Background: an optimization exercise with open tools, aiming at small area. Do not read the settings as production practice. In this exercise RTL edits were held to simulation tests only and were not proved equivalent to the original. No activity file was given, so power comes from the tool's default toggle rates.

--- flow/flow/run.sh ---
#!/bin/bash
# Standard layout with three changes: the port buffers use the smallest
# buffer cell; clock tree synthesis uses clkbuf_4 clusters without dummy
# loads; and the constant-0 output ports share a few tie cells (flow/ties.tcl,
# run at the end of floorplan) instead of one tie cell per port.
set -euo pipefail
here=$(pwd)
bash standard.sh finish \
  "BUFFER_PORTS_ARGS=-buffer_cell sky130_fd_sc_hd__buf_1" \
  "CTS_ARGS=-sink_clustering_enable -repair_clock_nets -buf_list sky130_fd_sc_hd__clkbuf_4 -sink_clustering_size 10 -sink_clustering_max_diameter 40 -dont_use_dummy_load" \
  "SKIP_REPAIR_TIE_FANOUT=1" \
  "POST_FLOORPLAN_TCL=$here/flow/ties.tcl" \
  > make_finish.log 2>&1
--- flow/flow/ties.tcl ---
# Drive the design's constant-0 output ports from a few shared tie cells
# (GROUP ports each) instead of one tie cell per port.
set tie_group 16
set block [ord::get_db_block]
set tie_master [[ord::get_db] findMaster sky130_fd_sc_hd__conb_1]

proc tie_is_buf {inst} {
  set m [[$inst getMaster] getName]
  return [expr {[string match "sky130_fd_sc_hd__buf_*" $m] || [string match "sky130_fd_sc_hd__clkbuf_*" $m]}]
}

# Output ports reached from a tie cell's LO pin directly or through buffers
set const_ports {}
set dead_bufs {}
foreach inst [$block getInsts] {
  if {[$inst getMaster] ne $tie_master} { continue }
  set lo [$inst findITerm LO]
  set net [$lo getNet]
  if {$net eq "NULL"} { continue }
  set todo [list $net]
  while {[llength $todo]} {
    set n [lindex $todo 0]
    set todo [lrange $todo 1 end]
    foreach bt [$n getBTerms] {
      if {[$bt getIoType] eq "OUTPUT"} { lappend const_ports $bt }
    }
    foreach it [$n getITerms] {
      if {[$it isOutputSignal]} { continue }
      set li [$it getInst]
      if {[tie_is_buf $li]} {
        set on [[$li findITerm X] getNet]
        if {$on ne "NULL" && [llength [$on getITerms]] == 1} {
          lappend dead_bufs $li
          lappend todo $on
        }
      }
    }
  }
}
puts "tie grouping: [llength $const_ports] constant-0 output ports, [llength $dead_bufs] buffers between"

set named {}
foreach bt $const_ports { lappend named [list [$bt getName] $bt] }
set const_ports {}
foreach e [lsort -dictionary -index 0 $named] { lappend const_ports [lindex $e 1] }
set k 0
set grp 0
set gnet "NULL"
foreach bt $const_ports {
  if {$k % $tie_group == 0} {
    set ginst [odb::dbInst_create $block $tie_master "tie_grp_$grp"]
    set gnet [odb::dbNet_create $block "tie_grp_net_$grp"]
    $gnet setSigType SIGNAL
    [$ginst findITerm LO] connect $gnet
    incr grp
  }
  $bt disconnect
  $bt connect $gnet
  incr k
}
foreach b $dead_bufs {
  set on [[$b findITerm X] getNet]
  odb::dbInst_destroy $b
  if {$on ne "NULL" && [llength [$on getITerms]] == 0 && [llength [$on getBTerms]] == 0} { odb::dbNet_destroy $on }
}
# Tie cells left without loads
foreach inst [$block getInsts] {
  if {[$inst getMaster] ne $tie_master} { continue }
  set lo [$inst findITerm LO]
  set n [$lo getNet]
  if {$n eq "NULL" || [llength [$n getITerms]] + [llength [$n getBTerms]] <= 1} {
    set hi [[$inst findITerm HI] getNet]
    if {$hi ne "NULL" && [llength [$hi getITerms]] + [llength [$hi getBTerms]] > 1} { continue }
    odb::dbInst_destroy $inst
    if {$n ne "NULL" && [llength [$n getITerms]] == 0 && [llength [$n getBTerms]] == 0} { odb::dbNet_destroy $n }
  }
}
puts "tie grouping: $grp tie cells now drive them"
--- flow/standard.sh ---
#!/bin/bash
# synth_recipe.tcl (not shown) runs the flow's synth.tcl, then flattens the netlist and writes it again
# the make line also repeats each setting of config.mk as NAME=value (left out here)
make -C /OpenROAD-flow-scripts/flow DESIGN_CONFIG=/design/flow/config.mk WORK_HOME=/design/flow/orfs CLKGATE_MAP_FILE= SYNTH_SCRIPT=/design/flow/synth_recipe.tcl "${@:-finish}"
--- flow/config.mk ---
export PLATFORM = sky130hd
export DESIGN_NAME = frame_processor_top
export DESIGN_NICKNAME = frame_processor_top
export VERILOG_FILES = /design/flow/design.v
export SDC_FILE = /design/flow/constraint.sdc
export NUM_CORES = 4
export LEC_CHECK = 0
export CAP_MARGIN = 20
export CORE_MARGIN = 2
export CORE_UTILIZATION = 40
export SLEW_MARGIN = 20
--- flow/constraint.sdc ---
create_clock -name core_clock -period 5.0 [get_ports {clk}]
set_input_delay 1.0000 -clock core_clock [delete_from_list [all_inputs] [get_ports {clk}]]
set_output_delay 1.0000 -clock core_clock [all_outputs]
set_load 0.01 [all_outputs]
--- flow/design.v ---
`timescale 1ns/1ns
package frame_pkg;
    typedef logic [24-1:0]      psn_t;
    typedef logic [256-1:0]     fdata_t;
    typedef logic [4-1:0]          delay_t;
    typedef logic [2-1:0] lane_idx_t;
    typedef enum logic [1:0] {
        FT_HEAD = 2'd0,
        FT_BODY = 2'd1,
        FT_TAIL = 2'd2,
        FT_ERR  = 2'd3
    } frame_type_e;
    typedef struct packed {
        psn_t        psn;
        frame_type_e ftype;
    } frame_meta_t;
    typedef struct packed {
        frame_meta_t meta;
        fdata_t      data;
        logic        good;
    } frame_t;
    typedef enum logic [1:0] {LANE_IDLE, LANE_WAIT, LANE_DONE} lane_state_e;
    typedef enum logic [1:0] {RPT_IDLE, RPT_WAIT, RPT_OUTPUT} rpt_state_e;
endpackage
`timescale 1ns/1ns
`timescale 1ns/1ns
`timescale 1ns/1ns
`timescale 1ns/1ns
`timescale 1ns/1ns
module frame_processor_top (
    input  logic                    clk,
    input  logic                    rst_n,
    input  logic                    i_valid_1,
    output logic                    o_ready_1,
    input  logic [1:0]              i_frame_type,
    input  logic [24-1:0]  i_frame_psn,
    input  logic [256-1:0] i_frame_data,
    output logic                    o_valid_2,
    input  logic                    i_ready_2,
    output logic [24-1:0]  o_frame_psn_2,
    output logic [1:0]              o_frame_type_2,
    output logic [256-1:0] o_frame_data_2,
    output logic                    o_valid_3,
    input  logic                    i_ready_3,
    output logic [24-1:0]  o_frame_psn_3,
    output logic [1:0]              o_frame_type_3,
    output logic [256-1:0] o_frame_data_3,
    output logic                    o_valid_4,
    input  logic                    i_ready_4,
    output logic [24-1:0]  o_frame_psn_4,
    output logic [1:0]              o_frame_type_4
);
    localparam int PW = 24;
    localparam int DW = 256;
    localparam int NL = 4;
    logic [PW-1:0] exp_psn;
    logic [PW-1:0] out_psn;
    logic [2:0]    n_good;
    logic          inside_frame;
    logic [1:0]    disp_ptr;
    logic          accept;
    logic          frame_good;
    logic [NL-1:0] lane_free;
    logic [NL-1:0] lane_done;
    logic [NL-1:0] lane_good;
    logic [NL-1:0] lane_load;
    logic [NL-1:0] lane_release;
    assign o_ready_1  = lane_free[disp_ptr];
    assign accept     = i_valid_1 && o_ready_1;
    assign frame_good = (i_frame_type != 2'd3) && (i_frame_psn == exp_psn)
                     && ((i_frame_type == 2'd0) || inside_frame);
    always_ff @(posedge clk or negedge rst_n) begin
        if (!rst_n) begin
            inside_frame <= 1'b0;
            disp_ptr     <= '0;
        end else if (accept) begin
            if (i_frame_type == 2'd0)      inside_frame <= 1'b1;
            else if (i_frame_type == 2'd2) inside_frame <= 1'b0;
            disp_ptr <= disp_ptr + 1'b1;
        end
    end
    assign exp_psn = out_psn + PW'(n_good);
    logic [DW-1:0] lane_din;
    assign lane_din = {i_frame_data[DW-1:PW], frame_good ? i_frame_data[PW-1:0] : i_frame_psn};
    for (genvar g = 0; g < NL; g++) begin : g_lane
        logic [3:0] cnt;
        logic       good;
        assign lane_load[g] = accept && (disp_ptr == 2'(g));
        always_ff @(posedge clk or negedge rst_n) begin
            if (!rst_n) begin
                cnt <= '0;
            end else if (lane_load[g]) begin
                cnt <= {1'b0, i_frame_psn[2:0]} + 4'd3;
            end else if (cnt > 4'd1) begin
                cnt <= cnt - 4'd1;
            end else if (lane_release[g]) begin
                cnt <= '0;
            end
        end
        always_ff @(posedge clk) begin
            if (lane_load[g]) begin
                good <= frame_good;
            end
        end
        assign lane_free[g] = (cnt == 4'd0);
        assign lane_done[g] = (cnt == 4'd1);
        assign lane_good[g] = good;
    end
    logic [NL-1:0] drain_oh;
    logic [DW-1:0] cur_data;
    logic [1:0]    cur_type;
    logic          cur_good;
    logic          cur_done;
    logic          present;
    logic          fire;
    logic          rpt_full;
    always_comb begin
        cur_good = 1'b0;
        cur_done = 1'b0;
        n_good   = '0;
        for (int k = 0; k < NL; k++) begin
            cur_good = cur_good | (lane_good[k] & drain_oh[k]);
            cur_done = cur_done | (lane_done[k] & drain_oh[k]);
            n_good   = n_good + 3'(lane_good[k] & !lane_free[k]);
        end
    end
    localparam int SW = DW + 2;    
    logic [SW-1:0] st_in;
    logic [SW-1:0] head_q, head_d;
    logic [SW-1:0] x0, x1, x2;
    logic          head_full;
    logic [2:0]    xrd_oh, xwr_oh;
    logic [1:0]    xcnt;
    logic          load_head;
    assign st_in     = {i_frame_type, lane_din};
    assign load_head = (xcnt != 2'd0) && (!head_full || fire);
    assign head_d = ({SW{!load_head}} & head_q)
                  | ({SW{load_head && xrd_oh[0]}} & x0)
                  | ({SW{load_head && xrd_oh[1]}} & x1)
                  | ({SW{load_head && xrd_oh[2]}} & x2);
    always_ff @(posedge clk) begin
        head_q <= head_d;
        if (accept && xwr_oh[0]) x0 <= st_in;
        if (accept && xwr_oh[1]) x1 <= st_in;
        if (accept && xwr_oh[2]) x2 <= st_in;
    end
    always_ff @(posedge clk or negedge rst_n) begin
        if (!rst_n) begin
            head_full <= 1'b0;
            xrd_oh    <= 3'b001;
            xwr_oh    <= 3'b001;
            xcnt      <= '0;
        end else begin
            if (load_head)  head_full <= 1'b1;
            else if (fire)  head_full <= 1'b0;
            if (load_head)  xrd_oh <= {xrd_oh[1:0], xrd_oh[2]};
            if (accept)     xwr_oh <= {xwr_oh[1:0], xwr_oh[2]};
            case ({accept, load_head})
                2'b10:   xcnt <= xcnt + 2'd1;
                2'b01:   xcnt <= xcnt - 2'd1;
                default: xcnt <= xcnt;
            endcase
        end
    end
    assign cur_data = head_q[DW-1:0];
    assign cur_type = head_q[SW-1:DW];
    assign present   = cur_done && !rpt_full;
    assign o_valid_2 = present && cur_good;
    assign o_valid_3 = present && !cur_good;
    assign fire      = (o_valid_2 && i_ready_2) || (o_valid_3 && i_ready_3);
    assign lane_release = fire ? drain_oh : '0;
    assign o_frame_psn_2  = out_psn;
    assign o_frame_type_2 = cur_type;
    assign o_frame_data_2 = cur_data;
    assign o_frame_psn_3  = cur_data[PW-1:0];
    assign o_frame_type_3 = cur_type;
    assign o_frame_data_3 = '0;
    always_ff @(posedge clk or negedge rst_n) begin
        if (!rst_n) begin
            drain_oh <= 4'b0001;
            out_psn  <= '0;
        end else if (fire) begin
            drain_oh <= {drain_oh[NL-2:0], drain_oh[NL-1]};
            if (cur_good) out_psn <= out_psn + 1'b1;
        end
    end
    logic [PW+1:0] rpt_in;
    logic [PW+1:0] q0, q1, q2, q3;
    logic [PW+1:0] head;
    logic [PW+1:0] rpt;
    logic [1:0]    wr_ptr;
    logic [1:0]    rd_ptr;
    logic [2:0]    count;
    logic [2:0]    rstate;    
    logic          do_pop;
    assign rpt_in   = {cur_good ? out_psn : cur_data[PW-1:0], cur_type};
    assign rpt_full = count[2];
    assign do_pop   = (rstate == 3'd0) && (count != 3'd0);
    always_comb begin
        case (rd_ptr)
            2'd0:    head = q0;
            2'd1:    head = q1;
            2'd2:    head = q2;
            default: head = q3;
        endcase
    end
    always_ff @(posedge clk) begin
        if (fire && wr_ptr == 2'd0) q0 <= rpt_in;
        if (fire && wr_ptr == 2'd1) q1 <= rpt_in;
        if (fire && wr_ptr == 2'd2) q2 <= rpt_in;
        if (fire && wr_ptr == 2'd3) q3 <= rpt_in;
        if (do_pop) rpt <= head;
    end
    always_ff @(posedge clk or negedge rst_n) begin
        if (!rst_n) begin
            wr_ptr <= '0;
            rd_ptr <= '0;
            count  <= '0;
            rstate <= '0;
        end else begin
            if (fire)   wr_ptr <= wr_ptr + 1'b1;
            if (do_pop) rd_ptr <= rd_ptr + 1'b1;
            case ({fire, do_pop})
                2'b10:   count <= count + 1'b1;
                2'b01:   count <= count - 1'b1;
                default: count <= count;
            endcase
            if (do_pop) begin
                rstate <= {1'b1, head[1:0]};
            end else if (rstate > 3'd1) begin
                rstate <= rstate - 3'd1;
            end else if (rstate == 3'd1 && i_ready_4) begin
                rstate <= '0;
            end
        end
    end
    assign o_valid_4      = (rstate == 3'd1);
    assign o_frame_psn_4  = rpt[PW+1:2];
    assign o_frame_type_4 = rpt[1:0];
endmodule
==> run_results.csv, run 1 <==
group,metric,value,unit
yosys,synth_fp_nets,3353,
setup_path,path_max_fanout,14,
setup_path,cp-end-kind,"flop",
run,max-cap-violations,0,
clocking,clk_latency,1070,ps
finish,area_growth,8.18,%
yosys,mappedNetlistArea,45700,um2
finish,layout-drive-gt1-share,7.57,%
finish,finalNetCount,3784,
timing,max_clock_freq,219,MHz
timing,setup_viol,0,
power,finalPower,15.9,mW
global_route,use_met3,4.26,%
setup_path,arrival,5290,ps
floorplanning,dieWidth,342,um
timing,setup_tns,0,ps
detailed_routing,drt_iter0_drc,3132,
global_route,grt_max_degree,195,
placed_design,place_congestion,0.834,
detailed_routing,first_pass_iters,9,
global_route,grt_usage,19.2,%
floorplanning,initial_core_util,40.1,%
power,p_leak,16.0,nW
timing,fin_crit_sh,91.3,%
timing,relSlewSlack,32.8,%
clocking,postCtsSetupRepairBufs,0,
placed_design,io_buffers,625,
hold_path,hold_path.startpoint,"i_frame_data[214]",
clocking,path_clk_slew,100,ps
clocking,cts_resized,0,
detailed_routing,vias,26900,
floorplanning,ioPinCount,882,
clocking,cts_tree,"built",
global_route,grt_first_pass_wirelength,169,mm
outcome,status,"timing/DRC/antenna clean",
clocking,clock_sinks,1232,
finish,final_common_cell,"edfxtp_1",
global_route,antenna_found_initial,24,
setup_path,crit_type,"flop to flop",
hold_path,hp-class,"primary input to flop",
floorplanning,coreArea,114000,um2
timing,finalHoldViolCount,0,
yosys,yosysSeqAreaShare,74.6,%
clocking,cts_max_path_buffers,3,
global_route,use_met1,23.8,%
detailed_routing,wl,117,mm
global_route,grt_pass1_vias,26000,
floorplanning,die_h,342,um
clocking,cts_inserted_buffers,160,
setup_path,critPathLaunchType,"flop",
setup_path,r2r_start,"g_lane[2].cnt[0]",
yosys,synth_cells,3033,
yosys,synth-edff-count,908,
yosys,yosysWarningCount,1,
power,vdd.ir_drop.worst,0.222,mV
setup_path,cp.required,5720,ps
finish,final_cell_mix,"edfxtp_1 (908), buf_1 (624), a222oi_1 (284)",
yosys,synth_seq_cells,1232,
clocking,cts_root_buffer,"clkbuf_4",
yosys,synthFlopType,"edfxtp_1",
clocking,cts-htree-levels,4,
setup_path,crit_start,"g_lane[2].cnt[0]",
detailed_routing,wire_per_inst,23.4,um
yosys,synthArstFlopShare,5.36,%
timing,grt_setup_unrepaired,"false",
yosys,syn_area_per_cell,15.1,um2
placed_design,dp_hpwl,75.5,mm
power,power_density,321,nW/um2
floorplanning,dieArea,117000,um2
timing,post-route-min-period,4560,ps
floorplanning,fp-row-count,124,
global_route,grt_overflow_total,0,
global_route,use_met2,32.8,%
global_route,grt.busiest_layer,"met2",
detailed_routing,viasPerCell,5.39,
detailed_routing,drcViolationCount,0,
timing,tightest_slew,1010,ps
detailed_routing,ant_nets,0,
timing,finClkSkew,139,ps
timing,finalMaxSlewViolations,0,
yosys,synth_cell_types,62,
==> cells by family after synthesis <==
| kind of cell | count (synthesis) | share of synthesized area, % |
|---|---|---|
| AO/OA/AOI/OAI | 614 | 10.1 |
| XOR/XNOR | 69 | 1.32 |
| adder cells (fa/ha/maj) | 32 | 0.942 |
| buffers and inverters | 524 | 6.82 |
| flip-flops | 1232 | 74.6 |
| multiplexers | 69 | 1.60 |
| other | 1 | 0.00820 |
| AND/OR/NAND/NOR | 492 | 4.60 |
==> flip-flops by register name, indices dropped and copies added (netlist names), 3 cells and up <==
signal	flops
x1	258
rpt	26
x2	258
g_lane.cnt	16
rstate	3
count	3
q2	26
q3	26
head_q	258
g_lane.good	4
xrd_oh	3
q0	26
xwr_oh	3
out_psn	24
drain_oh	4
q1	26
x0	258
==> critical path, cell delays in order, from the launching register on <==
cell and delay [ps]:
dfrtp_1 420, inv_1 60, ha_1 240, a21boi_0 260
fa_1 470, fa_1 430, fa_1 480, and4_1 200
nand4_1 110, xnor2_1 80, nor4_1 300, o2111ai_1 220
nor4_4 280, buf_4 300, mux2_2 390
==> area by class of cell <==
class / instances / area [um2]
Clock buffer: 160 / 1200
Sequential cell: 1232 / 34100
Timing Repair Buffer: 722 / 3410
Antenna cell: 18 / 45.0
Fill cell: 10500 / 64400
Inverter: 56 / 210
Multi-Input combinational cell: 1292 / 8590
Tap cell: 1512 / 1890
==> path summary, 6_finish.rpt <==
kind	endpoint	slack, ps	cells past startpoint
min	x0[214]	170	1
max reg2reg	x1[20]	440	14
max in group asynchronous	xrd_oh[1]	3500	3
max	x1[20]	440	14
min in group asynchronous	rd_ptr[0]	500	2
min reg2reg	head_q[209]	440	2
==> per-stage QoR <==
step | hold WS [ps] | utilization, % | setup WS [ps] | cells | cell area [um2]
floorplan | 439 | - | -228 | 3033 | 45700
global placement | 457 | 41.9 | 506 | 4767 | 47700
detailed placement | 461 | 41.9 | 479 | 4767 | 47700
CTS | 0.0935 | 43.4 | 412 | 4974 | 49400
global route | 35.1 | 43.4 | 11.6 | 4990 | 49400
finish | 168 | 43.4 | 437 | 4992 | 49400
==> power by group <==
group / internal, mW / total, mW / switching, mW
clock network: 1.47 / 4.52 / 3.05
registers: 10.9 / 10.9 / 0.00663
logic: 0.133 / 0.415 / 0.282
==> routing by layer <==
layer / vias to the layer above / wire [um]
met5: - / 76
met4: 10 / 3370
met3: 206 / 8760
met2: 1166 / 59500
met1: 13300 / 45000
li1: 12200 / -
==> what timing repair did <==
| action | 4_1_cts | 5_1_grt |
|---|---|---|
| hold buffers | 47 | 0 |
| endpoints found under the hold margin | 148 | 0 |
| setup endpoints to repair | 0 | 0 |
==> Yosys cell counts (49+ instances only) <==
cell | number | area share [%]
nand2_1 | 119 | 0.98
edfxtp_1 | 908 | 60
a21oi_1 | 264 | 2.9
clkbuf_1 | 123 | 1.0
buf_4 | 285 | 4.7
a222oi_1 | 284 | 6.2
dfrtp_1 | 63 | 3.4
inv_1 | 55 | 0.45
buf_2 | 49 | 0.54
xnor2_1 | 51 | 0.98
nor2_1 | 281 | 2.3
dfxtp_1 | 258 | 11
==> inputs of run 2 (changes only) <==
--- a/flow/design.v
+++ b/flow/design.v
@@ -187,8 +187,7 @@
     logic [PW+1:0] rpt_in;
     logic [PW+1:0] q0, q1, q2, q3;
-    logic [PW+1:0] head;
-    logic [PW+1:0] rpt;
-    logic [1:0]    wr_ptr;
-    logic [1:0]    rd_ptr;
+    logic [PW+1:0] rpt, rpt_d;
+    logic [3:0]    wr_oh;
+    logic [3:0]    rd_oh;
     logic [2:0]    count;
     logic [2:0]    rstate;    
@@ -197,28 +196,25 @@
     assign rpt_full = count[2];
     assign do_pop   = (rstate == 3'd0) && (count != 3'd0);
-    always_comb begin
-        case (rd_ptr)
-            2'd0:    head = q0;
-            2'd1:    head = q1;
-            2'd2:    head = q2;
-            default: head = q3;
-        endcase
-    end
+    assign rpt_d = ({(PW+2){!do_pop}} & rpt)
+                 | ({(PW+2){do_pop && rd_oh[0]}} & q0)
+                 | ({(PW+2){do_pop && rd_oh[1]}} & q1)
+                 | ({(PW+2){do_pop && rd_oh[2]}} & q2)
+                 | ({(PW+2){do_pop && rd_oh[3]}} & q3);
     always_ff @(posedge clk) begin
-        if (fire && wr_ptr == 2'd0) q0 <= rpt_in;
-        if (fire && wr_ptr == 2'd1) q1 <= rpt_in;
-        if (fire && wr_ptr == 2'd2) q2 <= rpt_in;
-        if (fire && wr_ptr == 2'd3) q3 <= rpt_in;
-        if (do_pop) rpt <= head;
-    end
-    always_ff @(posedge clk or negedge rst_n) begin
-        if (!rst_n) begin
-            wr_ptr <= '0;
-            rd_ptr <= '0;
+        if (fire && wr_oh[0]) q0 <= rpt_in;
+        if (fire && wr_oh[1]) q1 <= rpt_in;
+        if (fire && wr_oh[2]) q2 <= rpt_in;
+        if (fire && wr_oh[3]) q3 <= rpt_in;
+        rpt <= rpt_d;
+    end
+    always_ff @(posedge clk or negedge rst_n) begin
+        if (!rst_n) begin
+            wr_oh  <= 4'b0001;
+            rd_oh  <= 4'b0001;
             count  <= '0;
             rstate <= '0;
         end else begin
-            if (fire)   wr_ptr <= wr_ptr + 1'b1;
-            if (do_pop) rd_ptr <= rd_ptr + 1'b1;
+            if (fire)   wr_oh <= {wr_oh[2:0], wr_oh[3]};
+            if (do_pop) rd_oh <= {rd_oh[2:0], rd_oh[3]};
             case ({fire, do_pop})
                 2'b10:   count <= count + 1'b1;
@@ -227,5 +223,5 @@
             endcase
             if (do_pop) begin
-                rstate <= {1'b1, head[1:0]};
+                rstate <= {1'b1, rpt_d[1:0]};
             end else if (rstate > 3'd1) begin
                 rstate <= rstate - 3'd1;
==> run_results.csv, run 2 <==
group,metric,value,unit
power,p_leak,16.3,nW
global_route,antenna_found_initial,14,
timing,relSlewSlack,31.5,%
yosys,synth_top_family_by_area,"compound AO/OA/AOI/OAI gates",
setup_path,arrival,5190,ps
outcome,status,"timing/DRC/antenna clean",
finish,area_growth,11.1,%
yosys,synthArstFlopShare,5.66,%
detailed_routing,first_pass_iters,9,
clocking,clock_sinks,1236,
setup_path,path_max_fanout,11,
clocking,path_clk_slew,110,ps
floorplanning,die_h,341,um
placed_design,io_buffers,625,
global_route,grt_overflow_total,0,
detailed_routing,viasPerCell,5.35,
timing,post-route-min-period,4500,ps
timing,setup_viol,0,
placed_design,place_congestion,0.803,
detailed_routing,vias,27200,
clocking,cts_inserted_buffers,164,
detailed_routing,wire_per_inst,22.9,um
global_route,grt_max_degree,199,
detailed_routing,wl,117,mm
setup_path,r2r_start,"g_lane[2].cnt[3]",
yosys,synth_top_area_share,58.1,%
detailed_routing,drt_iter0_drc,2777,
clocking,cts-htree-levels,4,
yosys,yosysTopAreaCell,"edfxtp_1",
power,finalPower,15.9,mW
finish,final_cell_mix,"edfxtp_1 (882), buf_1 (624), nor2_1 (288)",
yosys,ys_top_cells_by_area,"edfxtp_1 (58%), dfxtp_1 (12%), a222oi_1 (5.7%)",
yosys,synth_fa_ha_area_share,0.857,%
timing,grt_setup_unrepaired,"false",
floorplanning,dieWidth,341,um
yosys,synthXorXnorAreaFrac,1.29,%
floorplanning,coreArea,113000,um2
yosys,synth_cells,3016,
yosys,synth_seq_cells,1236,
placed_design,dp_hpwl,74.8,mm
clocking,cts_tree,"built",
timing,finClkSkew,162,ps
finish,fin_util,44.9,%
finish,layout-drive-gt1-share,8.48,%
yosys,syn_area_per_cell,15.1,um2
yosys,yosysSeqAreaShare,74.5,%
timing,fin_crit_sh,90.1,%
clocking,cts_root_buffer,"clkbuf_4",
setup_path,cp-end-kind,"flop",
timing,holdWs,189,ps
timing,max_clock_freq,222,MHz
setup_path,crit_type,"flop to flop",
setup_path,r2r_slack,500,ps
yosys,synth_fp_nets,3332,
finish,register_area,33900,um2
hold_path,hp-class,"primary input to flop",
run,max-cap-violations,0,
floorplanning,initial_core_util,40.4,%
placed_design,pre_cts_ws,531,ps
yosys,synth_common_cells,"edfxtp_1 (882), nor2_1 (288), buf_4 (284), dfxtp_1 (284), a21oi_1 (272)",
global_route,grt_pass1_vias,26900,
setup_path,crit_start,"g_lane[2].cnt[3]",
setup_path,ff2ff_path_depth,13,
hold_path,hold_end,"x1[100]",
hold_path,min_path_cells,1,
yosys,synthSimpleGateAreaFrac,4.58,%
setup_path,critPathLaunchType,"flop",
finish,multiInputGateArea,8750,um2
yosys,synth_compound_area_share,10.6,%
detailed_routing,drcViolationCount,0,
clocking,cts_resized,0,
yosys,mappedNetlistArea,45600,um2
yosys,yosysMostFrequentCell,"edfxtp_1",
floorplanning,ioPinCount,882,
yosys,synth-edff-count,882,
yosys,yosysWarningCount,1,
timing,timing.final.ws_setup,495,ps
global_route,grt_first_pass_wirelength,171,mm
finish,fillers,10200,
timing,setup_tns,0,ps
timing,finalMaxSlewViolations,0,
yosys,synth_mux_area_share,1.64,%
setup_path,r2r-end,"x0[10]",
clocking,cts_max_path_buffers,3,
clocking,clk_latency,1090,ps
timing,tightest_slew,1030,ps
floorplanning,fp-row-count,123,
yosys,synthFlopType,"edfxtp_1",
timing,finalHoldViolCount,0,
finish,final_common_cell,"edfxtp_1",
detailed_routing,ant_nets,0,
power,vdd.ir_drop.worst,0.222,mV
global_route,grt_usage,19.4,%
setup_path,cp.required,5690,ps
finish,finalNetCount,3893,
power,power_density,314,nW/um2
yosys,synth_cell_types,60,
hold_path,hold_path.startpoint,"i_frame_data[100]",
floorplanning,dieArea,117000,um2
[run 2: power breakdown]
group / switching, mW / internal (mW) / total [mW]
Clock: 3.05 / 1.50 / 4.55
Combinational: 0.258 / 0.156 / 0.414
Sequential: 0 / 10.9 / 10.9
[run 2: per-layer routing]
layer	global-route usage (%)	routed length, um	vias up	part of all wire [%]
met2	32.7	58300	1161	50
met1	23.9	44800	13400	38
met3	5.30	9770	201	8.4
met4	7.16	3650	10	3.1
li1	-	-	12400	-
met5	0	60	-	0.051
[run 2: metrics by stage]
step / area [um2] / std cells
global placement: 47700 / 4752
global route: 50600 / 5087
CTS: 50600 / 5075
floorplan: 45600 / 3016
detailed placement: 47700 / 4752
finish: 50600 / 5089
[run 2: timing repair]
action	in CTS	in global routing
hold endpoints to repair	485	0
hold buffers	159	0
setup buffers	0	0
[run 2: area by class of cell]
class	instances	share of cell area [%]
Multi-Input combinational cell	1299	17.3
Tap cell	1500	3.71
Sequential cell	1236	67.1
Antenna cell	14	0.0692
Timing Repair Buffer	847	9.20
Inverter	29	0.215
Clock buffer	164	2.43
[run 2: logic make-up after synthesis]
kind of cell	after synthesis
DFF	1236
AOI/OAI and AO/OA	649
buffers and inverters	496
and+or+nand+nor	477
xor gates and xnor gates	67
muxes	61
adders and majority gates	29
other	1
[run 2: critical path, stage by stage (launching register included)]
cell,delay [ps]
dfrtp_1,410
nor2_1,250
a21boi_0,170
fa_1,540
fa_1,220
fa_1,220
nand3_1,220
or3_1,470
nor4b_1,340
nor3_1,100
nor4b_1,520
nand4_4,150
buf_4,250
mux2_4,330
[run 2: worst max-delay path by stage]
stage	end	slack, ps	cells after the start
floorplan	x0[0]	60	6
global placement	x0[7]	570	14
detailed placement	x2[7]	530	14
CTS	x0[10]	510	14
global route	x1[10]	230	13
finish	x0[10]	500	13
==> inputs of run 3 (changes only) <==
==> flow/flow/run.sh (replaced) <==
#!/bin/bash
# Standard layout with three changes: the port buffers use the smallest
# buffer cell; clock tree synthesis uses clkbuf_4 clusters under a clkbuf_16 root, without dummy
# loads; and the constant-0 output ports share a few tie cells (flow/ties.tcl,
# run at the end of floorplan) instead of one tie cell per port.
set -euo pipefail
here=$(pwd)
bash standard.sh finish \
  "BUFFER_PORTS_ARGS=-buffer_cell sky130_fd_sc_hd__buf_1" \
  "CTS_ARGS=-sink_clustering_enable -repair_clock_nets -buf_list sky130_fd_sc_hd__clkbuf_4 -root_buf sky130_fd_sc_hd__clkbuf_16 -sink_clustering_size 10 -sink_clustering_max_diameter 40 -dont_use_dummy_load" \
  "SKIP_REPAIR_TIE_FANOUT=1" \
  "POST_FLOORPLAN_TCL=$here/flow/ties.tcl" \
  > make_finish.log 2>&1
--- a/flow/config.mk
+++ b/flow/config.mk
@@ -8,4 +8,4 @@
 export CAP_MARGIN = 20
 export CORE_MARGIN = 2
-export CORE_UTILIZATION = 40
+export CORE_UTILIZATION = 50
 export SLEW_MARGIN = 20
==> run_results.csv, run 3 <==
group,metric,value,unit
finish,final_common_cell,"edfxtp_1",
detailed_routing,wire_per_inst,26.0,um
global_route,grt_first_pass_wirelength,173,mm
floorplanning,die_h,306,um
timing,grt_setup_unrepaired,"false",
clocking,cts_max_path_buffers,3,
clocking,cts_root_buffer,"clkbuf_16",
yosys,synthFlopType,"edfxtp_1",
yosys,synthXorXnorAreaFrac,1.29,%
setup_path,r2r_start,"g_lane[2].cnt[3]",
yosys,synth_cell_types,60,
hold_path,hold_path.startpoint,"q2[19]",
power,power_density,325,nW/um2
global_route,grt_max_degree,159,
yosys,yosysWarningCount,1,
yosys,synth_compound_area_share,10.6,%
yosys,mappedNetlistArea,45600,um2
clocking,cts-htree-levels,4,
hold_path,hp-class,"flop to flop",
detailed_routing,drcViolationCount,0,
timing,relSlewSlack,32.3,%
power,p_leak,15.5,nW
setup_path,r2r-end,"x2[16]",
global_route,grt_pass1_vias,27400,
finish,fin_cells,4587,
setup_path,arrival,5010,ps
power,vdd.ir_drop.worst,0.225,mV
timing,fin_crit_sh,92.3,%
hold_path,min_path_cells,2,
yosys,syn_area_per_cell,15.1,um2
placed_design,dp_hpwl,77.3,mm
placed_design,placed_cells,4414,
clocking,postCtsSetupRepairBufs,0,
finish,final_cell_mix,"edfxtp_1 (882), buf_1 (624), nor2_1 (288)",
placed_design,io_buffers,625,
detailed_routing,first_pass_iters,9,
setup_path,r2r_slack,380,ps
floorplanning,dieArea,93500,um2
yosys,yosysMostFrequentCell,"edfxtp_1",
hold_path,hold_end,"rpt[19]",
yosys,yosysTopAreaCell,"edfxtp_1",
detailed_routing,wl,119,mm
clocking,cts_inserted_buffers,163,
yosys,synth_common_cells,"edfxtp_1 (882), nor2_1 (288), buf_4 (284), dfxtp_1 (284), a21oi_1 (272)",
clocking,hold_buffers,0,
timing,finalMaxSlewViolations,0,
detailed_routing,drt_iter0_drc,3314,
floorplanning,coreArea,90100,um2
yosys,synth_top_area_share,58.1,%
yosys,synth_fp_nets,3332,
floorplanning,ioPinCount,882,
floorplanning,fp-row-count,110,
yosys,synth_fa_ha_area_share,0.857,%
yosys,synth_top_family_by_area,"compound AO/OA/AOI/OAI gates",
yosys,synthSimpleGateAreaFrac,4.58,%
setup_path,cp-end-kind,"flop",
yosys,synthArstFlopShare,5.66,%
timing,max_clock_freq,217,MHz
finish,finalNetCount,3719,
yosys,synth_cells,3016,
placed_design,place_congestion,0.847,
finish,fin_util,53.9,%
setup_path,crit_type,"flop to flop",
finish,layout-drive-gt1-share,8.47,%
clocking,cts_resized,0,
yosys,synth_seq_cells,1236,
global_route,grt_usage,24.8,%
setup_path,cp.required,5390,ps
detailed_routing,vias,27000,
outcome,status,"timing/DRC/antenna clean",
timing,finClkSkew,122,ps
clocking,clk_latency,750,ps
finish,area_growth,6.60,%
finish,register_area,33900,um2
timing,setup_viol,0,
clocking,cts_tree,"built",
run,max-cap-violations,0,
floorplanning,initial_core_util,50.5,%
detailed_routing,viasPerCell,5.89,
clocking,path_clk_slew,100,ps
timing,tightest_slew,1020,ps
floorplanning,dieWidth,306,um
yosys,synth-edff-count,882,
clocking,clock_sinks,1236,
detailed_routing,ant_nets,0,
timing,setup_tns,0,ps
yosys,ys_top_cells_by_area,"edfxtp_1 (58%), dfxtp_1 (12%), a222oi_1 (5.7%)",
setup_path,ff2ff_path_depth,13,
yosys,yosysSeqAreaShare,74.5,%
timing,finalHoldViolCount,0,
global_route,antenna_found_initial,23,
finish,fillers,7478,
setup_path,critPathLaunchType,"flop",
setup_path,path_max_fanout,13,
yosys,synth_mux_area_share,1.64,%
global_route,grt_overflow_total,0,
timing,post-route-min-period,4620,ps
finish,multiInputGateArea,8750,um2
[run 3: cell counts after synthesis]
Identical to the previous run, type by type.
[run 3: critical path: stages, from the launching register on]
cell	delay, ps
dfrtp_1	410
nor2_1	250
a21boi_0	180
fa_1	540
fa_1	220
fa_1	240
nand3_1	210
or3_1	500
nor4_1	330
o21ai_0	140
nor4_1	530
nand4_4	150
buf_4	260
mux2_4	340
[run 3: worst max path at each step]
stage | start | to | slack (ps) | cells past startpoint
after floorplan | g_lane[0].cnt[0] | x0[0] | 60 | 6
after global placement | g_lane[2].cnt[0] | x0[12] | 550 | 14
after detailed placement | g_lane[2].cnt[0] | x1[14] | 480 | 14
after CTS | g_lane[2].cnt[0] | x2[16] | 420 | 14
after global routing | g_lane[2].cnt[3] | x2[16] | 120 | 13
final | g_lane[2].cnt[3] | x2[16] | 380 | 13
[run 3: metal layers]
layer | vias up | global-route usage (%) | wire (um)
met5 | - | 0 | 219
met4 | 30 | 11.4 | 5060
met3 | 271 | 7.59 | 10400
met2 | 1219 | 42.4 | 59900
met1 | 13400 | 28.8 | 43600
li1 | 12100 | - | -
[run 3: kinds of logic (layout without fill, tap and decap cells)]
family,Yosys count,in the layout
flip-flops,1236,1236
XOR/XNOR,67,67
multiplexers,61,61
adder cells (fa/ha/maj),29,29
other,1,26
AO/OA/AOI/OAI,649,649
AND/OR/NAND/NOR,477,477
buffers and inverters,496,866
[run 3: cell type report]
class / count / share of cell area (%)
clock buffer: 163 / 2.56
antenna: 10 / 0.0515
tap: 1176 / 3.03
timing repair buffer: 674 / 6.23
multi-input combinational: 1299 / 18.0
sequential: 1236 / 69.9
inverter: 29 / 0.224
[run 3: power by group]
part	internal, mW	switching (mW)
registers	10.9	0
clock network	1.53	3.03
logic	0.0740	0.231
[run 3: stage by stage]
step                setup slack (ps)  instance area, um2  total power, mW  hold slack (ps)
floorplan                       56.6               45600             11.4              418
CTS                              423               48500             16.0              381
detailed placement               479               47300             11.5              429
global placement                 549               47300             11.4              420
global route                     122               48500             16.4              411
finish                           383               48600             15.8              396
==> inputs of run 4 (changes only) <==
--- a/flow/config.mk
+++ b/flow/config.mk
@@ -8,4 +8,4 @@
 export CAP_MARGIN = 20
 export CORE_MARGIN = 2
-export CORE_UTILIZATION = 50
+export CORE_UTILIZATION = 40
 export SLEW_MARGIN = 20
==> run_results.csv, run 4 <==
group,metric,value,unit
timing,setup_viol,0,
yosys,synth_cells,3016,
timing,finalHoldViolCount,0,
finish,finalNetCount,3734,
floorplanning,dieWidth,341,um
power,vdd.ir_drop.worst,0.218,mV
global_route,use_met3,6.34,%
yosys,synthArstFlopShare,5.66,%
timing,grt_setup_unrepaired,"false",
detailed_routing,drt_iter0_drc,2643,
timing,post-route-min-period,4490,ps
floorplanning,fp-row-count,123,
yosys,syn_area_per_cell,15.1,um2
setup_path,cp.required,5380,ps
clocking,cts-htree-levels,4,
detailed_routing,wl,116,mm
yosys,yosysSeqAreaShare,74.5,%
global_route,grt_pass1_vias,25900,
power,swShare,20.7,%
global_route,use_met1,23.3,%
placed_design,place_congestion,0.803,
yosys,yosysMostFrequentCell,"edfxtp_1",
setup_path,r2r-end,"x0[10]",
yosys,synth_top_area_share,58.1,%
finish,area_growth,7.60,%
timing,max_clock_freq,223,MHz
floorplanning,initial_core_util,40.4,%
clocking,cts_tree,"built",
outcome,status,"timing/DRC/antenna clean",
detailed_routing,ant_nets,0,
yosys,synth_seq_cells,1236,
floorplanning,ioPinCount,882,
clocking,cts_inserted_buffers,164,
setup_path,arrival,4870,ps
floorplanning,die_h,341,um
run,max-cap-violations,0,
yosys,synth_fp_nets,3332,
setup_path,r2r_slack,510,ps
detailed_routing,drcViolationCount,0,
detailed_routing,viasPerCell,5.38,
clocking,cts_max_path_buffers,3,
placed_design,dpl_cell_area,47700,um2
global_route,grt.busiest_layer,"met2",
finish,fin_cells,4929,
yosys,synth-edff-count,882,
detailed_routing,wire_per_inst,23.4,um
power,seqPwrFrac,69.1,%
yosys,ys_top_cells_by_area,"edfxtp_1 (58%), dfxtp_1 (12%), a222oi_1 (5.7%)",
timing,holdWs,268,ps
timing,finClkSkew,156,ps
yosys,mappedNetlistArea,45600,um2
finish,final_cell_area,49000,um2
yosys,synthFlopType,"edfxtp_1",
clocking,postCtsSetupRepairBufs,0,
global_route,use_met2,32.0,%
clocking,path_clk_slew,100,ps
setup_path,path_max_fanout,11,
setup_path,crit_type,"flop to flop",
power,p_comb_share,1.9,%
yosys,synth_cell_types,60,
setup_path,cp-end-kind,"flop",
detailed_routing,first_pass_iters,10,
clocking,hold_buffers,0,
yosys,yosysWarningCount,1,
placed_design,placed_cells,4752,
yosys,synth_common_cells,"edfxtp_1 (882), nor2_1 (288), buf_4 (284), dfxtp_1 (284), a21oi_1 (272)",
clocking,cts_root_buffer,"clkbuf_16",
setup_path,critPathLaunchType,"flop",
power,p_leak,15.6,nW
power,internal_power,12.5,mW
hold_path,hp-class,"primary input to asynchronous set/reset pin",
power,switchingPower,3.27,mW
global_route,grt_max_degree,199,
power,clock_power_share,29.0,%
placed_design,dp_hpwl,74.8,mm
global_route,grt_overflow_total,0,
timing,relSlewSlack,29.5,%
clocking,cts_resized,0,
setup_path,r2r_start,"g_lane[2].cnt[0]",
global_route,grt_first_pass_wirelength,167,mm
placed_design,io_buffers,625,
finish,final_cell_mix,"edfxtp_1 (882), buf_1 (624), nor2_1 (288)",
timing,fin_crit_sh,89.8,%
floorplanning,coreArea,113000,um2
clocking,clk_latency,780,ps
timing,setup_tns,0,ps
finish,final_common_cell,"edfxtp_1",
clocking,clock_sinks,1236,
global_route,antenna_found_initial,25,
detailed_routing,vias,26500,
power,finalPower,15.8,mW
power,power_density,323,nW/um2
finish,layout-drive-gt1-share,8.87,%
timing,finalMaxSlewViolations,0,
yosys,yosysTopAreaCell,"edfxtp_1",
floorplanning,dieArea,117000,um2
timing,tightest_slew,1060,ps
setup_path,ff2ff_path_depth,14,
global_route,grt_usage,19.2,%
-- run 4: cell counts after synthesis --
Identical to the previous run, type by type.
-- run 4: kinds of logic (layout without fill, tap and decap cells) --
family          Yosys count  count (layout)  synth area share [%]
flops                  1236            1236                  74.5
compound gates          649             649                  10.6
buf+inv                 496             881                  6.59
simple gates            477             477                  4.58
xor+xnor                 67              67                  1.29
mux                      61              61                  1.64
fa+ha+maj                29              29                 0.857
other cells               1              29               0.00823
-- run 4: routing by layer --
layer	share of wire, %	wire length [um]
met1	38	44500
met2	50	57300
met3	8.7	10000
met4	3.0	3480
met5	0.17	195
-- run 4: worst max-delay path by stage --
stage,startpoint,endpoint,slack [ps],depth (start not counted)
6_report,g_lane[2].cnt[0],x0[10],510,14
5_1_grt,g_lane[0].cnt[2],x1[10],230,13
4_1_cts,g_lane[2].cnt[0],x0[10],510,14
3_5_place_dp,g_lane[2].cnt[0],x2[7],530,14
3_3_place_gp,g_lane[2].cnt[0],x0[7],570,14
2_1_floorplan,g_lane[0].cnt[0],x0[0],60,6
-- run 4: worst max-delay path: stages, from the launching register on --
cell and delay, ps:
dfrtp_1 410, inv_1 90, ha_1 210, a21boi_0 240
fa_1 480, fa_1 430, fa_1 440, nand3_1 240
nor2_1 90, xnor2_1 170, nand4_1 120, nor4_1 560
nand4_4 150, buf_4 250, mux2_4 330
-- run 4: through the flow --
stage / setup WS [ps] / util (%)
CTS: 510 / 43.5
detailed placement: 531 / 42.4
finish: 511 / 43.5
floorplan: 56.6 / -
global placement: 568 / 42.4
global route: 230 / 43.5
-- run 4: final cells by class --
type                       count  area, um2
antenna                       13       32.5
sequential                  1236      33900
tap                         1500       1880
timing repair buffer         688       3060
inverter                      29        109
multi-input combinational   1299       8750
clock buffer                 164       1250
fill                       10300      63600
-- run 4: power groups by stage --
stage	Combinational (mW)	Clock (mW)	Sequential [mW]
after floorplan	0.271	0	11.2
after global placement	0.292	0	11.2
after detailed placement	0.300	0	11.2
after CTS	0.301	4.77	10.9
after global routing	0.339	5.15	10.9
final	0.304	4.58	10.9
==> inputs of run 5 (changes only) <==
--- a/flow/config.mk
+++ b/flow/config.mk
@@ -8,4 +8,4 @@
 export CAP_MARGIN = 20
 export CORE_MARGIN = 2
-export CORE_UTILIZATION = 40
+export CORE_UTILIZATION = 55
 export SLEW_MARGIN = 20
==> run_results.csv, run 5 <==
group,metric,value,unit
setup_path,arrival,5090,ps
timing,fin_crit_sh,93.3,%
yosys,synth_common_cells,"edfxtp_1 (882), nor2_1 (288), buf_4 (284), dfxtp_1 (284), a21oi_1 (272)",
clocking,path_clk_slew,100,ps
timing,finalMaxSlewViolations,0,
setup_path,crit_type,"flop to flop",
floorplanning,coreArea,82000,um2
clocking,cts_inserted_buffers,161,
timing,max_clock_freq,214,MHz
timing,relSlewSlack,32.3,%
placed_design,placed_cells,4299,
finish,final_cell_area,48300,um2
yosys,synth_seq_cells,1236,
yosys,synthXorXnorAreaFrac,1.29,%
yosys,synthArstFlopShare,5.66,%
floorplanning,ioPinCount,882,
detailed_routing,ant_nets,0,
yosys,yosysWarningCount,1,
yosys,ys_top_cells_by_area,"edfxtp_1 (58%), dfxtp_1 (12%), a222oi_1 (5.7%)",
yosys,synth_fa_ha_area_share,0.857,%
detailed_routing,drt_iter0_drc,2819,
yosys,synth-edff-count,882,
outcome,status,"timing/DRC/antenna clean",
clocking,clk_latency,760,ps
floorplanning,dieArea,85100,um2
finish,layout-drive-gt1-share,8.17,%
timing,grt_setup_unrepaired,"false",
timing,finalHoldViolCount,0,
timing,finClkSkew,148,ps
detailed_routing,wire_per_inst,26.5,um
run,max-cap-violations,0,
yosys,synth_cell_types,60,
yosys,synth_cells,3016,
detailed_routing,viasPerCell,6.07,
timing,post-route-min-period,4670,ps
clocking,hold_buffers,0,
power,power_density,326,nW/um2
finish,final_common_cell,"edfxtp_1",
placed_design,place_congestion,0.871,
timing,tightest_slew,1020,ps
finish,final_cell_mix,"edfxtp_1 (882), buf_1 (624), nor2_1 (288)",
global_route,grt_first_pass_wirelength,172,mm
yosys,synth_top_area_share,58.1,%
clocking,postCtsSetupRepairBufs,0,
clocking,cts_resized,0,
detailed_routing,vias,27200,
floorplanning,initial_core_util,55.6,%
power,vdd.ir_drop.worst,0.241,mV
finish,area_growth,6.02,%
global_route,grt_usage,27.2,%
global_route,antenna_found_initial,32,
setup_path,path_max_fanout,21,
placed_design,io_buffers,625,
detailed_routing,drcViolationCount,0,
yosys,syn_area_per_cell,15.1,um2
placed_design,dpl_cell_area,47000,um2
yosys,mappedNetlistArea,45600,um2
floorplanning,fp-row-count,105,
yosys,synthFlopType,"edfxtp_1",
yosys,synth_top_family_by_area,"compound AO/OA/AOI/OAI gates",
yosys,synth_compound_area_share,10.6,%
global_route,grt_pass1_vias,27100,
yosys,yosysSeqAreaShare,74.5,%
timing,setup_viol,0,
detailed_routing,wl,119,mm
detailed_routing,first_pass_iters,9,
placed_design,dp_hpwl,76.0,mm
yosys,yosysTopAreaCell,"edfxtp_1",
setup_path,cp-end-kind,"flop",
floorplanning,die_h,292,um
finish,fin_util,58.9,%
clocking,cts_max_path_buffers,3,
yosys,synth_mux_area_share,1.64,%
global_route,grt_overflow_total,0,
clocking,clock_sinks,1236,
clocking,cts-htree-levels,4,
finish,fin_cells,4474,
yosys,synth_fp_nets,3332,
hold_path,hp-class,"primary input to asynchronous set/reset pin",
yosys,yosysMostFrequentCell,"edfxtp_1",
power,p_leak,15.5,nW
finish,finalNetCount,3708,
finish,fillers,6567,
clocking,cts_root_buffer,"clkbuf_16",
timing,setup_tns,0,ps
floorplanning,dieWidth,292,um
setup_path,critPathLaunchType,"flop",
clocking,cts_tree,"built",
global_route,grt_max_degree,148,
yosys,synthSimpleGateAreaFrac,4.58,%
setup_path,cp.required,5420,ps
run 5: cell counts after synthesis:
Identical to the previous run, type by type.
run 5: cell families (layout without fill, tap and decap cells):
kind of cell               Yosys count  count (layout)
other                                1              30
muxes                               61              61
DFF                               1236            1236
buffers and inverters              496             855
and+or+nand+nor                    477             477
adders and majority gates           29              29
AOI/OAI and AO/OA                  649             649
xor gates and xnor gates            67              67
run 5: where the power goes:
group          internal, mW  switching, mW
logic                0.0740          0.234
clock network          1.51           3.02
registers              10.9              0
run 5: per-layer routing:
| metal | GRT usage [%] | share of wire [%] |
|---|---|---|
| met2 | 45.7 | 50 |
| met5 | 0 | 0.18 |
| met4 | 11.9 | 4.0 |
| met3 | 8.17 | 8.5 |
| met1 | 32.5 | 37 |
run 5: final cells by class:
type | count | area [um2] | area share, %
Sequential cell | 1236 | 33900 | 70.3
Multi-Input combinational cell | 1299 | 8750 | 18.1
Timing Repair Buffer | 665 | 2900 | 6.01
Tap cell | 1070 | 1340 | 2.77
Clock buffer | 161 | 1230 | 2.54
Inverter | 29 | 109 | 0.225
Antenna cell | 14 | 35.0 | 0.0725
run 5: critical path: stages, from the launching register on:
cell,delay [ps]
dfrtp_1,430
inv_1,100
ha_1,210
a21boi_0,310
fa_1,490
fa_1,430
fa_1,450
nand3_1,130
buf_4,160
nor2_1,50
xnor2_1,160
nand4_1,100
nor4_1,490
nand4_4,260
buf_12,260
mux2_4,340
run 5: through the flow:
| stage | setup slack, ps | hold slack, ps | total power, mW |
|---|---|---|---|
| final | 335 | 396 | 15.8 |
| after global routing | 95.6 | 405 | 16.3 |
| after CTS | 394 | 390 | 15.9 |
| after detailed placement | 400 | 429 | 11.5 |
| after global placement | 454 | 422 | 11.4 |
| after floorplan | 56.6 | 418 | 11.4 |
run 5: final timing paths:
path                                   from         to  slack, ps  cells past startpoint
max                        g_lane[2].cnt[0]     x2[14]        330                     15
min                                   rst_n  rstate[1]        400                      1
max reg2reg                g_lane[2].cnt[0]     x2[14]        330                     15
min reg2reg                          q2[19]    rpt[19]        420                      2
max in group asynchronous             rst_n  xrd_oh[1]       3800                      1
min in group core_clock              q2[19]    rpt[19]        420                      2
==> inputs of run 6 (changes only) <==
--- a/flow/flow/ties.tcl
+++ b/flow/flow/ties.tcl
@@ -1,5 +1,5 @@
 # Drive the design's constant-0 output ports from a few shared tie cells
 # (GROUP ports each) instead of one tie cell per port.
-set tie_group 16
+set tie_group 32
 set block [ord::get_db_block]
 set tie_master [[ord::get_db] findMaster sky130_fd_sc_hd__conb_1]
--- a/flow/config.mk
+++ b/flow/config.mk
@@ -8,4 +8,4 @@
 export CAP_MARGIN = 20
 export CORE_MARGIN = 2
-export CORE_UTILIZATION = 55
+export CORE_UTILIZATION = 60
 export SLEW_MARGIN = 20
==> run_results.csv, run 6 <==
group,metric,value,unit
outcome,status,"timing/DRC/antenna clean",
finish,register_area,33900,um2
yosys,synth_cell_types,60,
clocking,postCtsSetupRepairBufs,0,
yosys,synthFlopType,"edfxtp_1",
clocking,clock_sinks,1236,
timing,setup_tns,0,ps
floorplanning,ioPinCount,882,
setup_path,cp-end-kind,"flop",
setup_path,arrival,4980,ps
detailed_routing,ant_nets,0,
setup_path,cp.required,5390,ps
finish,fillers,5726,
placed_design,io_buffers,625,
floorplanning,die_h,280,um
yosys,yosysWarningCount,1,
clocking,cts_root_buffer,"clkbuf_16",
detailed_routing,drcViolationCount,0,
floorplanning,initial_core_util,60.3,%
setup_path,critPathLaunchType,"flop",
yosys,synthArstFlopShare,5.66,%
detailed_routing,vias,27100,
global_route,grt_pass1_vias,27100,
clocking,cts-htree-levels,4,
clocking,hold_buffers,0,
floorplanning,dieArea,78100,um2
run,max-cap-violations,0,
setup_path,path_max_fanout,14,
finish,multiInputGateArea,8720,um2
detailed_routing,first_pass_iters,10,
clocking,path_clk_slew,100,ps
detailed_routing,met1_length,43.7,mm
timing,grt_setup_unrepaired,"false",
placed_design,dp_hpwl,78.5,mm
yosys,mappedNetlistArea,45600,um2
timing,setup_viol,0,
detailed_routing,viasPerCell,6.19,
timing,fin_crit_sh,91.8,%
yosys,synth_fp_nets,3332,
global_route,grt_usage,30.4,%
detailed_routing,routed-wl-met2,60.4,mm
yosys,synth_top_area_share,58.1,%
floorplanning,fp-row-count,101,
global_route,grt_max_degree,141,
detailed_routing,wire_per_inst,27.6,um
finish,final_common_cell,"edfxtp_1",
global_route,grt_overflow_total,0,
power,vdd.ir_drop.worst,0.246,mV
yosys,synth_seq_cells,1236,
detailed_routing,top_layer,"met5",
yosys,synth-edff-count,882,
floorplanning,dieWidth,280,um
setup_path,crit_type,"flop to flop",
clocking,cts_tree,"built",
clocking,cts_inserted_buffers,158,
yosys,ys_top_cells_by_area,"edfxtp_1 (58%), dfxtp_1 (12%), a222oi_1 (5.7%)",
yosys,syn_area_per_cell,15.1,um2
yosys,yosysSeqAreaShare,74.5,%
yosys,yosysMostFrequentCell,"edfxtp_1",
timing,post-route-min-period,4590,ps
global_route,grt_first_pass_wirelength,175,mm
clocking,clk_latency,740,ps
setup_path,r2r_slack,410,ps
finish,area_growth,5.59,%
hold_path,hp-class,"primary input to asynchronous set/reset pin",
finish,finalNetCount,3700,
power,p_leak,15.4,nW
floorplanning,coreArea,75600,um2
timing,max_clock_freq,218,MHz
yosys,yosysTopAreaCell,"edfxtp_1",
detailed_routing,wl,121,mm
finish,final_cell_mix,"edfxtp_1 (882), buf_1 (624), nor2_1 (288)",
detailed_routing,wl_met3,11.8,mm
timing,relSlewSlack,16.2,%
clocking,cts_max_path_buffers,3,
detailed_routing,drt_iter0_drc,3016,
timing,finalMaxSlewViolations,0,
finish,final_cell_area,48100,um2
timing,tightest_slew,1260,ps
yosys,synth_common_cells,"edfxtp_1 (882), nor2_1 (288), buf_4 (284), dfxtp_1 (284), a21oi_1 (272)",
yosys,synth_cells,3016,
clocking,cts_resized,0,
placed_design,dpl_cell_area,46900,um2
global_route,antenna_found_initial,24,
placed_design,place_congestion,0.850,
timing,finClkSkew,128,ps
timing,finalHoldViolCount,0,
power,power_density,326,nW/um2
finish,layout-drive-gt1-share,8.19,%
## run 6: cell count changes in the layout (fill, tap and decap cells not counted), sizes merged
cell	change
clkbuf	-3
buf	+3
diode	-4
conb	-8
## run 6: layout make-up
class                   count  area share [%]
well taps                 978            2.54
inverters                  29           0.226
multi-input cells        1291            18.1
repair buffers            668            5.99
flip-flops and latches   1236            70.6
clock buffers             158            2.50
diodes                     10          0.0520
## run 6: path summary, 6_finish.rpt
path	to	from	cells after the start
max in group asynchronous	xrd_oh[2]	rst_n	2
min reg2reg	rpt[23]	q0[23]	2
max	x0[21]	g_lane[0].cnt[2]	13
min in group core_clock	rpt[23]	q0[23]	2
min	rd_oh[2]	rst_n	1
max reg2reg	x0[21]	g_lane[0].cnt[2]	13
## run 6: cells by family (layout without fill, tap and decap cells)
| group | Yosys count | count (layout) | synth area share [%] |
|---|---|---|---|
| simple gates | 477 | 477 | 4.58 |
| compound gates | 649 | 649 | 10.6 |
| buf+inv | 496 | 855 | 6.59 |
| fa+ha+maj | 29 | 29 | 0.857 |
| xor+xnor | 67 | 67 | 1.29 |
| mux | 61 | 61 | 1.64 |
| flops | 1236 | 1236 | 74.5 |
| other cells | 1 | 18 | 0.00823 |
## run 6: report_power, final
part	leakage (nW)	switching (mW)	total, mW	internal, mW
Sequential	10.8	0	10.9	10.9
Combinational	3.91	0.232	0.306	0.0744
Clock	0.735	2.98	4.47	1.48
Total	15.4	3.21	15.7	12.5
## run 6: routing by layer
metal  GRT usage [%]  vias to the layer above
met1            35.9                    13500
met3            10.9                      278
met4            12.1                       30
met2            50.8                     1247
met5               0                        -
li1                -                    12000
## run 6: worst max-delay path, stage by stage, from the launching register on
cell	delay (ps)
dfrtp_1	430
nor2_1	250
a21boi_0	190
fa_1	530
fa_1	230
fa_1	240
nand3_1	230
or3_1	480
nor4b_1	370
nor3_1	100
nor4b_1	510
nand4_4	160
buf_4	270
mux2_4	340
## run 6: through the flow
stage / power (mW) / utilization [%] / std cells / hold WS (ps) / setup slack [ps]
3_3_place_gp: 11.4 / 62.0 / 4202 / 424 / 559
4_1_cts: 15.8 / 63.6 / 4360 / 220 / 429
2_1_floorplan: 11.4 / - / 3016 / 418 / 56.6
6_report: 15.7 / 63.7 / 4370 / 272 / 409
5_1_grt: 16.2 / 63.6 / 4368 / 270 / 47.1
3_5_place_dp: 11.5 / 62.0 / 4202 / 430 / 428

-- afterwards: timing with drivers on the ports --
The flow's constraints put no driver on any port. The routed layouts listed below were extracted and timed again, unchanged, in two steps.
Step 1 (the two cells are an assumption about what drives the block):
set clk [get_ports {clk}]
set_driving_cell -lib_cell sky130_fd_sc_hd__clkbuf_16 $clk
set_driving_cell -lib_cell sky130_fd_sc_hd__buf_2 [delete_from_list [all_inputs] $clk]
Step 2 times the ports against the registers' clock, not the clock port: input delays grow and output delays shrink by t, the midpoint of the rising clock arrivals with the driver on.
Three values: ideal, step 1, step 2; two values: the first two.
| run | t (ns) | setup WS [ns] | worst slew at a driven data input, ns | pins driven straight from the clock port |
|---|---|---|---|---|
| run 1 | 1.054 | 0.437 / 0.437 / 0.437 | 0.20 | 1 |
| run 2 | 1.088 | 0.495 / 0.495 / 0.495 | 0.13 | 1 |
| run 3 | 0.762 | 0.383 / 0.383 / 0.383 | 0.14 | 1 |
| run 4 | 0.784 | 0.511 / 0.511 / 0.511 | 0.13 | 1 |
| run 5 | 0.739 | 0.335 / 0.335 / 0.335 | 0.17 | 1 |
| run 6 | 0.748 | 0.409 / 0.409 / 0.409 | 0.18 | 1 |
After both steps every run listed still meets setup and hold.
